Background: an optimization exercise with open tools, aiming at small area. Do not read the settings as production practice.
At most, simulation tests tie the RTL to the original design; equivalence was not proved.
Power and IR drop assume default switching activity. The flow treats the clock pin as an ideal source, which a real chip does not have.

==> v1: inputs <==
## ahb_lite_slave
module ahb_lite_slave (
  input  logic                    tb_clk,
  input  logic                    rst_i,
  input  logic                    hsel_i,
  input  logic [8-1:0]  haddr_i,
  input  ahb_pkg::htrans_e        htrans_i,
  input  ahb_pkg::hsize_e         hsize_i,
  input  logic                    hwrite_i,
  input  logic [32-1:0]  hwdata_i,
  output logic [32-1:0]  hrdata_o,
  output logic                    hready_o,
  output logic                    hresp_o
);
==> module ahb_addr_phase, before the edit <==
module ahb_addr_phase (
  input  logic                       tb_clk,
  input  logic                       rst_i,
  input  logic                       hsel_i,
  input  logic [8-1:0]     haddr_i,
  input  ahb_pkg::htrans_e           htrans_i,
  input  ahb_pkg::hsize_e            hsize_i,
  input  logic                       hwrite_i,
  input  logic                       hready_i,
  output logic [3:0]                 dp_idx_o,
  output logic                       dp_rd_hi_o,
  output logic [3:0]                 dp_lane_we_o,
  output logic                       dp_err_o
);
  logic accept;
  logic align_ok;
  logic map_ok;
  logic legal;
  logic store_wr;
  logic       dp_store_wr;
  logic [1:0] dp_lo;
  logic [1:0] dp_size;
  assign accept = hsel_i && hready_i && htrans_i[1];
  always_comb begin
    map_ok = hwrite_i ? (haddr_i[7] | haddr_i[6]) : ~haddr_i[7];
    case (hsize_i)
      3'd0:    align_ok = 1'b1;
      3'd1:    align_ok = ~haddr_i[0];
      3'd2:    align_ok = (haddr_i[1:0] == 2'b00);
      default: align_ok = 1'b0;
    endcase
    legal = map_ok && align_ok;
  end
  assign dp_err_o = accept && !legal;
  assign store_wr = accept && legal && hwrite_i && (haddr_i[7:6] == 2'b01);
  always_ff @(posedge tb_clk) begin
    if (rst_i) begin
      dp_store_wr <= 1'b0;
    end else begin
      dp_store_wr <= store_wr;
    end
  end
  always_ff @(posedge tb_clk) begin
    dp_idx_o   <= haddr_i[5:2];
    dp_rd_hi_o <= haddr_i[6];
    dp_lo      <= haddr_i[1:0];
    dp_size    <= hsize_i[1:0];
  end
  logic [3:0] lanes;
  assign lanes[0] = ~dp_lo[1] & ~dp_lo[0];
  assign lanes[1] = ~dp_lo[1] & (dp_lo[0] | dp_size[0] | dp_size[1]);
  assign lanes[2] = (dp_lo[1] & ~dp_lo[0]) | dp_size[1];
  assign lanes[3] = (dp_lo[1] & (dp_lo[0] | dp_size[0])) | dp_size[1];
  assign dp_lane_we_o = dp_store_wr ? lanes : 4'b0000;
endmodule
==> module ws_nand2, before the edit <==
module ws_nand2 (
  input  logic a_i,
  input  logic b_i,
  output logic y_o
);
  assign y_o = ~(a_i & b_i);
endmodule
==> module ws_inv, before the edit <==
module ws_inv (
  input  logic a_i,
  output logic y_o
);
  assign y_o = ~a_i;
endmodule
==> module word_store, before the edit <==
module word_store (
  input  logic                      tb_clk,
  input  logic                      rst_i,
  input  logic [3:0]                idx_i,
  input  logic                      rd_hi_i,
  input  logic [3:0]                lane_we_i,
  input  logic [32-1:0]    wdata_i,
  output logic [32-1:0]    rdata_o
);
  localparam int LANES = 32 / 8;
  localparam int WORDS = 16;
  logic [32-1:0] mem_q [WORDS];
  logic [32-1:0] mem_d [WORDS];
  logic [LANES-1:0] load [WORDS];
  logic [LANES-1:0] hold [WORDS];
  logic [WORDS-1:0] rsel;
  logic [WORDS-1:0] wdec_n;
  logic [3:0]       pre_lo;
  logic [3:0]       pre_hi;
  logic [LANES-1:0] lane_n;
  always_comb begin
    for (int j = 0; j < 4; j++) begin
      pre_lo[j] = (idx_i[1:0] == 2'(j));
      pre_hi[j] = rd_hi_i & (idx_i[3:2] == 2'(j));
    end
    for (int b = 0; b < LANES; b++) begin
      lane_n[b] = rst_i | ~lane_we_i[b];
    end
  end
  for (genvar w = 0; w < WORDS; w++) begin : g_dec
    ws_nand2 u_dec (.a_i(pre_lo[w % 4]), .b_i(pre_hi[w / 4]), .y_o(wdec_n[w]));
    ws_inv   u_sel (.a_i(wdec_n[w]), .y_o(rsel[w]));
  end
  for (genvar w = 0; w < WORDS; w++) begin : g_ctl
    for (genvar b = 0; b < LANES; b++) begin : g_lane
      ws_nor2 u_load (.a_i(wdec_n[w]), .b_i(lane_n[b]), .y_o(load[w][b]));
      ws_nor2 u_hold (.a_i(load[w][b]), .b_i(rst_i), .y_o(hold[w][b]));
    end
  end
  for (genvar w = 0; w < WORDS; w++) begin : g_word
    for (genvar i = 0; i < 32; i++) begin : g_bit
      ws_hold_sel u_sel (
        .load_i (load[w][i/8]),
        .d_i    (wdata_i[i]),
        .hold_i (hold[w][i/8]),
        .q_i    (mem_q[w][i]),
        .y_o    (mem_d[w][i])
      );
    end
  end
  always_ff @(posedge tb_clk) begin
    for (int w = 0; w < WORDS; w++) begin
      mem_q[w] <= mem_d[w];
    end
  end
  logic [5:0] rd_n [32];
  for (genvar i = 0; i < 32; i++) begin : g_rd
    for (genvar g = 0; g < 5; g++) begin : g_grp
      ws_read3_n u_rd3 (
        .sel_i (rsel[3*g +: 3]),
        .d_i   ({mem_q[3*g+2][i], mem_q[3*g+1][i], mem_q[3*g][i]}),
        .y_no  (rd_n[i][g])
      );
    end
    ws_read1_n u_rd1 (
      .sel_i (rsel[15]),
      .d_i   (mem_q[15][i]),
      .y_no  (rd_n[i][5])
    );
    ws_nand6 u_or (.a_i(rd_n[i]), .y_o(rdata_o[i]));
  end
endmodule
==> module ahb_resp_ctrl, before the edit <==
module ahb_resp_ctrl (
  input  logic tb_clk,
  input  logic rst_i,
  input  logic dp_err_i,
  output logic hready_o,
  output logic hresp_o
);
  logic err_first_q;
  logic err_last_q;
  always_ff @(posedge tb_clk) begin
    if (rst_i) begin
      err_first_q <= 1'b0;
      err_last_q  <= 1'b0;
    end else begin
      err_first_q <= dp_err_i;
      err_last_q  <= err_first_q;
    end
  end
  assign hready_o = ~err_first_q;
  assign hresp_o  = err_first_q | err_last_q;
endmodule
==> module ahb_lite_slave, before the edit <==
module ahb_lite_slave (
  input  logic                    tb_clk,
  input  logic                    rst_i,
  input  logic                    hsel_i,
  input  logic [8-1:0]  haddr_i,
  input  ahb_pkg::htrans_e        htrans_i,
  input  ahb_pkg::hsize_e         hsize_i,
  input  logic                    hwrite_i,
  input  logic [32-1:0]  hwdata_i,
  output logic [32-1:0]  hrdata_o,
  output logic                    hready_o,
  output logic                    hresp_o
);
  logic [3:0] dp_idx;
  logic       dp_rd_hi;
  logic [3:0] dp_lane_we;
  logic       dp_err;
  ahb_addr_phase u_addr_phase (
    .tb_clk       (tb_clk),
    .rst_i        (rst_i),
    .hsel_i       (hsel_i),
    .haddr_i      (haddr_i),
    .htrans_i     (htrans_i),
    .hsize_i      (hsize_i),
    .hwrite_i     (hwrite_i),
    .hready_i     (hready_o),
    .dp_idx_o     (dp_idx),
    .dp_rd_hi_o   (dp_rd_hi),
    .dp_lane_we_o (dp_lane_we),
    .dp_err_o     (dp_err)
  );
  ahb_resp_ctrl u_resp_ctrl (
    .tb_clk   (tb_clk),
    .rst_i    (rst_i),
    .dp_err_i (dp_err),
    .hready_o (hready_o),
    .hresp_o  (hresp_o)
  );
  word_store u_word_store (
    .tb_clk    (tb_clk),
    .rst_i     (rst_i),
    .idx_i     (dp_idx),
    .rd_hi_i   (dp_rd_hi),
    .lane_we_i (dp_lane_we),
    .wdata_i   (hwdata_i),
    .rdata_o   (hrdata_o)
  );
endmodule
clock: 6.5 ns
lec_check: 0
cap_margin: 0
core_margin: 2
core_utilization: 60
place_density: 0.7
slew_margin: 0
synth_hierarchical: 1
standard.sh (not shown) runs the stock make flow with config.mk's settings and CLKGATE_MAP_FILE= SYNTH_SCRIPT=/design/flow/synth_recipe.tcl, a recipe that flattens the netlist after the stock synthesis.
==> flow/flow/run.sh <==
#!/bin/bash
# Standard layout, with small port buffers and a clock tree of larger sink clusters without
# dummy loads. Each tool's output goes to a log of its own in this folder.
set -euo pipefail
export BUFFER_PORTS_ARGS="-buffer_cell sky130_fd_sc_hd__buf_1"
export CTS_ARGS="-sink_clustering_enable -repair_clock_nets -dont_use_dummy_load -sink_clustering_size 30 -sink_clustering_max_diameter 100"
bash standard.sh > standard_make.log 2>&1
==> v5: changes against v1 <==
--- a/flow/design.v
+++ b/flow/design.v
@@ -51,10 +51,8 @@
 );
-  logic accept;
-  logic align_ok;
-  logic map_ok;
-  logic legal;
-  logic store_wr;
-  logic       dp_store_wr;
-  logic [1:0] dp_lo;
-  logic [1:0] dp_size;
+  logic       accept;
+  logic       map_ok;
+  logic       align_ok;
+  logic       legal;
+  logic [3:0] lanes;
+  logic       store_wr;
   assign accept = hsel_i && hready_i && htrans_i[1];
@@ -63,6 +61,18 @@
     case (hsize_i)
-      3'd0:    align_ok = 1'b1;
-      3'd1:    align_ok = ~haddr_i[0];
-      3'd2:    align_ok = (haddr_i[1:0] == 2'b00);
-      default: align_ok = 1'b0;
+      3'd0: begin
+        align_ok = 1'b1;
+        lanes    = 4'b0001 << haddr_i[1:0];
+      end
+      3'd1: begin
+        align_ok = ~haddr_i[0];
+        lanes    = {haddr_i[1], haddr_i[1], ~haddr_i[1], ~haddr_i[1]};
+      end
+      3'd2: begin
+        align_ok = (haddr_i[1:0] == 2'b00);
+        lanes    = 4'b1111;
+      end
+      default: begin
+        align_ok = 1'b0;
+        lanes    = 4'b0000;
+      end
     endcase
@@ -74,5 +84,5 @@
     if (rst_i) begin
-      dp_store_wr <= 1'b0;
+      dp_lane_we_o <= 4'b0000;
     end else begin
-      dp_store_wr <= store_wr;
+      dp_lane_we_o <= store_wr ? lanes : 4'b0000;
     end
@@ -82,11 +92,3 @@
     dp_rd_hi_o <= haddr_i[6];
-    dp_lo      <= haddr_i[1:0];
-    dp_size    <= hsize_i[1:0];
-  end
-  logic [3:0] lanes;
-  assign lanes[0] = ~dp_lo[1] & ~dp_lo[0];
-  assign lanes[1] = ~dp_lo[1] & (dp_lo[0] | dp_size[0] | dp_size[1]);
-  assign lanes[2] = (dp_lo[1] & ~dp_lo[0]) | dp_size[1];
-  assign lanes[3] = (dp_lo[1] & (dp_lo[0] | dp_size[0])) | dp_size[1];
-  assign dp_lane_we_o = dp_store_wr ? lanes : 4'b0000;
+  end
 endmodule
@@ -144,15 +146,2 @@
   assign y_o = ~(a_i | b_i);
-endmodule
-module ws_nand2 (
-  input  logic a_i,
-  input  logic b_i,
-  output logic y_o
-);
-  assign y_o = ~(a_i & b_i);
-endmodule
-module ws_inv (
-  input  logic a_i,
-  output logic y_o
-);
-  assign y_o = ~a_i;
 endmodule
@@ -195,9 +184,7 @@
   logic [WORDS-1:0] wdec_n;
-  logic [3:0]       pre_lo;
-  logic [3:0]       pre_hi;
   logic [LANES-1:0] lane_n;
   always_comb begin
-    for (int j = 0; j < 4; j++) begin
-      pre_lo[j] = (idx_i[1:0] == 2'(j));
-      pre_hi[j] = rd_hi_i & (idx_i[3:2] == 2'(j));
+    for (int w = 0; w < WORDS; w++) begin
+      wdec_n[w] = ~(idx_i == 4'(w));
+      rsel[w]   = rd_hi_i & (idx_i == 4'(w));
     end
@@ -206,6 +193,2 @@
     end
-  end
-  for (genvar w = 0; w < WORDS; w++) begin : g_dec
-    ws_nand2 u_dec (.a_i(pre_lo[w % 4]), .b_i(pre_hi[w / 4]), .y_o(wdec_n[w]));
-    ws_inv   u_sel (.a_i(wdec_n[w]), .y_o(rsel[w]));
   end
==> flow/run.sh (new file) <==
#!/bin/bash
# synth_recipe.tcl (not shown) runs the flow's synth.tcl, then flattens the netlist and writes it again
# the make line also repeats each setting of config.mk as NAME=value (left out here)
make -C /OpenROAD-flow-scripts/flow DESIGN_CONFIG=/design/flow/config.mk WORK_HOME=/design/flow/orfs CLKGATE_MAP_FILE= SYNTH_SCRIPT=/design/flow/synth_recipe.tcl finish
--- a/flow/config.mk
+++ b/flow/config.mk
@@ -7,7 +7,7 @@
 export LEC_CHECK = 0
-export CAP_MARGIN = 0
+export CAP_MARGIN = 20
 export CORE_MARGIN = 2
-export CORE_UTILIZATION = 60
-export PLACE_DENSITY = 0.7
-export SLEW_MARGIN = 0
+export CORE_UTILIZATION = 70
+export PLACE_DENSITY = 0.8
+export SLEW_MARGIN = 20
 export SYNTH_HIERARCHICAL = 1
removed: flow/flow/run.sh
removed: flow/standard.sh
==> v29: changes against v1 <==
--- a/flow/design.v
+++ b/flow/design.v
@@ -37,2 +37,29 @@
 `timescale 1ns/100ps
+module ap_nor2 (input logic a_i, input logic b_i, output logic y_o);
+  assign y_o = ~(a_i | b_i);
+endmodule
+module ap_nand3 (input logic a_i, input logic b_i, input logic c_i, output logic y_o);
+  assign y_o = ~(a_i & b_i & c_i);
+endmodule
+module ap_o21ai (input logic a1_i, input logic a2_i, input logic b1_i, output logic y_o);
+  assign y_o = ~((a1_i | a2_i) & b1_i);
+endmodule
+module ap_and3b (input logic a_ni, input logic b_i, input logic c_i, output logic y_o);
+  assign y_o = ~a_ni & b_i & c_i;
+endmodule
+module ap_mux2i (input logic a0_i, input logic a1_i, input logic s_i, output logic y_o);
+  assign y_o = ~(s_i ? a1_i : a0_i);
+endmodule
+module ap_and2 (input logic a_i, input logic b_i, output logic y_o);
+  assign y_o = a_i & b_i;
+endmodule
+module ap_nand4b (input logic a_ni, input logic b_i, input logic c_i, input logic d_i, output logic y_o);
+  assign y_o = ~(~a_ni & b_i & c_i & d_i);
+endmodule
+module ap_inv (input logic a_i, output logic y_o);
+  assign y_o = ~a_i;
+endmodule
+module ap_or2 (input logic a_i, input logic b_i, output logic y_o);
+  assign y_o = a_i | b_i;
+endmodule
 module ahb_addr_phase (
@@ -45,13 +72,30 @@
   input  logic                       hwrite_i,
-  input  logic                       hready_i,
+  input  logic                       err_first_i,
   output logic [3:0]                 dp_idx_o,
   output logic                       dp_rd_hi_o,
-  output logic [3:0]                 dp_lane_we_o,
+  output logic [3:0]                 dp_lane_wr_no,
   output logic                       dp_err_o
 );
-  logic accept;
+  logic run;
+  logic take_n;
+  logic odd_ok;
+  logic half_ok;
   logic align_ok;
+  logic hi_none;
   logic map_ok;
   logic legal;
+  logic store_n;
   logic store_wr;
+  ap_nor2   u_run     (.a_i(rst_i), .b_i(err_first_i), .y_o(run));
+  ap_nand3  u_take    (.a_i(hsel_i), .b_i(htrans_i[1]), .c_i(run), .y_o(take_n));
+  ap_o21ai  u_odd     (.a1_i(haddr_i[0]), .a2_i(hsize_i[1]), .b1_i(hsize_i[0]), .y_o(odd_ok));
+  ap_o21ai  u_half    (.a1_i(haddr_i[0]), .a2_i(haddr_i[1]), .b1_i(hsize_i[1]), .y_o(half_ok));
+  ap_and3b  u_align   (.a_ni(hsize_i[2]), .b_i(odd_ok), .c_i(half_ok), .y_o(align_ok));
+  ap_nor2   u_hi_none (.a_i(haddr_i[7]), .b_i(haddr_i[6]), .y_o(hi_none));
+  ap_mux2i  u_map     (.a0_i(haddr_i[7]), .a1_i(hi_none), .s_i(hwrite_i), .y_o(map_ok));
+  ap_and2   u_legal   (.a_i(align_ok), .b_i(map_ok), .y_o(legal));
+  ap_nor2   u_err     (.a_i(take_n), .b_i(legal), .y_o(dp_err_o));
+  ap_nand4b u_store_n (.a_ni(haddr_i[7]), .b_i(haddr_i[6]), .c_i(hwrite_i), .d_i(align_ok),
+                       .y_o(store_n));
+  ap_nor2   u_store   (.a_i(take_n), .b_i(store_n), .y_o(store_wr));
   logic       dp_store_wr;
@@ -59,21 +103,4 @@
   logic [1:0] dp_size;
-  assign accept = hsel_i && hready_i && htrans_i[1];
-  always_comb begin
-    map_ok = hwrite_i ? (haddr_i[7] | haddr_i[6]) : ~haddr_i[7];
-    case (hsize_i)
-      3'd0:    align_ok = 1'b1;
-      3'd1:    align_ok = ~haddr_i[0];
-      3'd2:    align_ok = (haddr_i[1:0] == 2'b00);
-      default: align_ok = 1'b0;
-    endcase
-    legal = map_ok && align_ok;
-  end
-  assign dp_err_o = accept && !legal;
-  assign store_wr = accept && legal && hwrite_i && (haddr_i[7:6] == 2'b01);
   always_ff @(posedge tb_clk) begin
-    if (rst_i) begin
-      dp_store_wr <= 1'b0;
-    end else begin
-      dp_store_wr <= store_wr;
-    end
+    dp_store_wr <= store_wr;
   end
@@ -90,3 +117,3 @@
   assign lanes[3] = (dp_lo[1] & (dp_lo[0] | dp_size[0])) | dp_size[1];
-  assign dp_lane_we_o = dp_store_wr ? lanes : 4'b0000;
+  assign dp_lane_wr_no = ~({4{dp_store_wr & ~rst_i}} & lanes);
 endmodule
@@ -97,2 +124,3 @@
   input  logic dp_err_i,
+  output logic err_first_o,
   output logic hready_o,
@@ -102,13 +130,11 @@
   logic err_last_q;
+  logic err_last_d;
+  ap_nor2 u_last (.a_i(rst_i), .b_i(hready_o), .y_o(err_last_d));
   always_ff @(posedge tb_clk) begin
-    if (rst_i) begin
-      err_first_q <= 1'b0;
-      err_last_q  <= 1'b0;
-    end else begin
-      err_first_q <= dp_err_i;
-      err_last_q  <= err_first_q;
-    end
+    err_first_q <= dp_err_i;
+    err_last_q  <= err_last_d;
   end
-  assign hready_o = ~err_first_q;
-  assign hresp_o  = err_first_q | err_last_q;
+  assign err_first_o = err_first_q;
+  ap_inv u_ready (.a_i(err_first_q), .y_o(hready_o));
+  ap_or2 u_resp  (.a_i(err_first_q), .b_i(err_last_q), .y_o(hresp_o));
 endmodule
@@ -183,3 +209,3 @@
   input  logic                      rd_hi_i,
-  input  logic [3:0]                lane_we_i,
+  input  logic [3:0]                lane_wr_ni,
   input  logic [32-1:0]    wdata_i,
@@ -193,3 +219,3 @@
   logic [LANES-1:0] hold [WORDS];
-  logic [WORDS-1:0] rsel;
+  logic [WORDS-1:0] rsel [2];
   logic [WORDS-1:0] wdec_n;
@@ -197,3 +223,2 @@
   logic [3:0]       pre_hi;
-  logic [LANES-1:0] lane_n;
   always_comb begin
@@ -203,5 +228,2 @@
     end
-    for (int b = 0; b < LANES; b++) begin
-      lane_n[b] = rst_i | ~lane_we_i[b];
-    end
   end
@@ -209,3 +231,4 @@
     ws_nand2 u_dec (.a_i(pre_lo[w % 4]), .b_i(pre_hi[w / 4]), .y_o(wdec_n[w]));
-    ws_inv   u_sel (.a_i(wdec_n[w]), .y_o(rsel[w]));
+    ws_inv   u_sel_lo (.a_i(wdec_n[w]), .y_o(rsel[0][w]));
+    ws_inv   u_sel_hi (.a_i(wdec_n[w]), .y_o(rsel[1][w]));
   end
@@ -213,3 +236,3 @@
     for (genvar b = 0; b < LANES; b++) begin : g_lane
-      ws_nor2 u_load (.a_i(wdec_n[w]), .b_i(lane_n[b]), .y_o(load[w][b]));
+      ws_nor2 u_load (.a_i(wdec_n[w]), .b_i(lane_wr_ni[b]), .y_o(load[w][b]));
       ws_nor2 u_hold (.a_i(load[w][b]), .b_i(rst_i), .y_o(hold[w][b]));
@@ -237,3 +260,3 @@
       ws_read3_n u_rd3 (
-        .sel_i (rsel[3*g +: 3]),
+        .sel_i (rsel[i / 16][3*g +: 3]),
         .d_i   ({mem_q[3*g+2][i], mem_q[3*g+1][i], mem_q[3*g][i]}),
@@ -243,3 +266,3 @@
     ws_read1_n u_rd1 (
-      .sel_i (rsel[15]),
+      .sel_i (rsel[i / 16][15]),
       .d_i   (mem_q[15][i]),
@@ -266,4 +289,5 @@
   logic       dp_rd_hi;
-  logic [3:0] dp_lane_we;
+  logic [3:0] dp_lane_wr_n;
   logic       dp_err;
+  logic       err_first;
   ahb_addr_phase u_addr_phase (
@@ -276,6 +300,6 @@
     .hwrite_i     (hwrite_i),
-    .hready_i     (hready_o),
+    .err_first_i  (err_first),
     .dp_idx_o     (dp_idx),
     .dp_rd_hi_o   (dp_rd_hi),
-    .dp_lane_we_o (dp_lane_we),
+    .dp_lane_wr_no(dp_lane_wr_n),
     .dp_err_o     (dp_err)
@@ -286,2 +310,3 @@
     .dp_err_i (dp_err),
+    .err_first_o (err_first),
     .hready_o (hready_o),
@@ -294,3 +319,3 @@
     .rd_hi_i   (dp_rd_hi),
-    .lane_we_i (dp_lane_we),
+    .lane_wr_ni(dp_lane_wr_n),
     .wdata_i   (hwdata_i),
==> flow/flow/run.sh (replaced) <==
#!/bin/bash
# Standard layout, with small port buffers and a clock tree of larger sink clusters without
# dummy loads. Each tool's output goes to a log of its own in this folder.
set -euo pipefail
export BUFFER_PORTS_ARGS="-buffer_cell sky130_fd_sc_hd__buf_1"
export CTS_ARGS="-sink_clustering_enable -repair_clock_nets -dont_use_dummy_load -sink_clustering_size 34 -sink_clustering_max_diameter 80"
bash standard.sh > standard_make.log 2>&1
==> notes <==
- Between v1 and v5, the lower synthesized area is in v1 (gap about 0.44%, measured against v5).
- The lowest clock-buffer cell count belongs to v29, the highest to v5.
- Worst setup slack, highest first: v29, v1, v5.
- Of v29 and v1, v1 has the higher critical path depth (gap 1).
- Against v1, the cell count of v5 is higher by about 0.75%.
- Against v5, the worst hold slack of v1 is higher by 0.0072 ns.
- Combinational power: v29 < v1 < v5.
- Synthesized cell count is about the same in v29 and v5.
- Of v29 and v1, v1 has the higher wire length (gap about 1.5%, measured against v1).
- Clock power: v29 < v1 < v5.
==> figures <==
Final-layout clock-cell area share: v1 2.71%; v29 2.47%; v5 7.28%
Worst path setup slack after routing: v1 1.83 ns; v29 2.08 ns; v5 1.30 ns
Number of antenna violations at the first check in global routing: v1 0; v29 0; v5 1
Critical-path top delay cell: v1 sky130_fd_sc_hd__a222oi_1; v29 sky130_fd_sc_hd__a222oi_1; v5 sky130_fd_sc_hd__nor2_2
Cell internal power dissipation: v1 0.00382 W; v29 0.00377 W; v5 0.00483 W
Post-synthesis area per instance: v1 12.1 sq um; v29 12.0 sq um; v5 12.0 sq um
Fraction of the mapped netlist area in simple logic gates: v1 6.98%; v29 6.82%; v5 7.56%
Register-to-register setup slack: v1 3.84 ns; v29 3.86 ns; v5 3.47 ns
Slew at the pin with the worst max-slew slack: v1 0.985 ns; v29 0.998 ns; v5 1.13 ns
Post-detailed-routing wire length: v1 54200 um; v29 53400 um; v5 56200 um
Top cell type's share of synthesized area: v1 58.5%; v29 58.4%; v5 58.1%
Part of the total power dissipated in sequential elements: v1 65.3%; v29 66.3%; v5 52.0%
Layout overhead on the synthesized area: v1 8.07%; v29 7.15%; v5 16.2%
Outcome: v1 finished clean; v29 finished clean; v5 finished clean
Multi-input gates: v1 944; v29 941; v5 967
Final period demand of the worst path: v1 4.67 ns; v29 4.42 ns; v5 5.20 ns
Hold path cells: v1 1; v29 2; v5 1
Met3 routed wirelength: v1 5410 um; v29 4170 um; v5 6580 um
Count of inserted antenna diode cells: v1 0; v29 0; v5 1
Placed inst area: v1 18900 sq um; v29 18800 sq um; v5 19400 sq um
Power density over the cells: v1 254 nW/um^2; v29 252 nW/um^2; v5 295 nW/um^2
Synthesized netlist net count: v1 1534; v29 1547; v5 1546
Only the layout flow was run in v1; the RTL was not checked for function there.

separate check: timing with driven ports:
How much do the figures lean on ideal ports? The routed layouts below were timed once more, with nothing changed but the port constraints. Step 1: set_driving_cell puts a clkbuf_16 on tb_clk and a buf_2 on each other input, an assumption about the parent block. Step 2 adds t to the input delays and takes it off the output delays; t is the mean of the earliest and latest rising clock arrival at the registers after step 1. Input paths then give back, and output paths get back, about the clock's delay inside the block. Slacks: ideal / step 1 / step 2; pairs: ideal / step 1.
run | t (ns) | slack for setup (ns) | worst setup path after step 2 | worst register clock-pin slew, ns | worst slew at a driven data input, ns
v1 | 0.586 | 1.828 / 1.771 / 2.357 | register to output | 0.12 / 0.12 | 0.05
v5 | 0.605 | 1.304 / 1.251 / 1.856 | register to output | 0.06 / 0.06 | 0.05
v29 | 0.587 | 2.080 / 2.026 / 2.612 | register to output | 0.12 / 0.12 | 0.05
After both steps setup and hold are still met in every run listed.
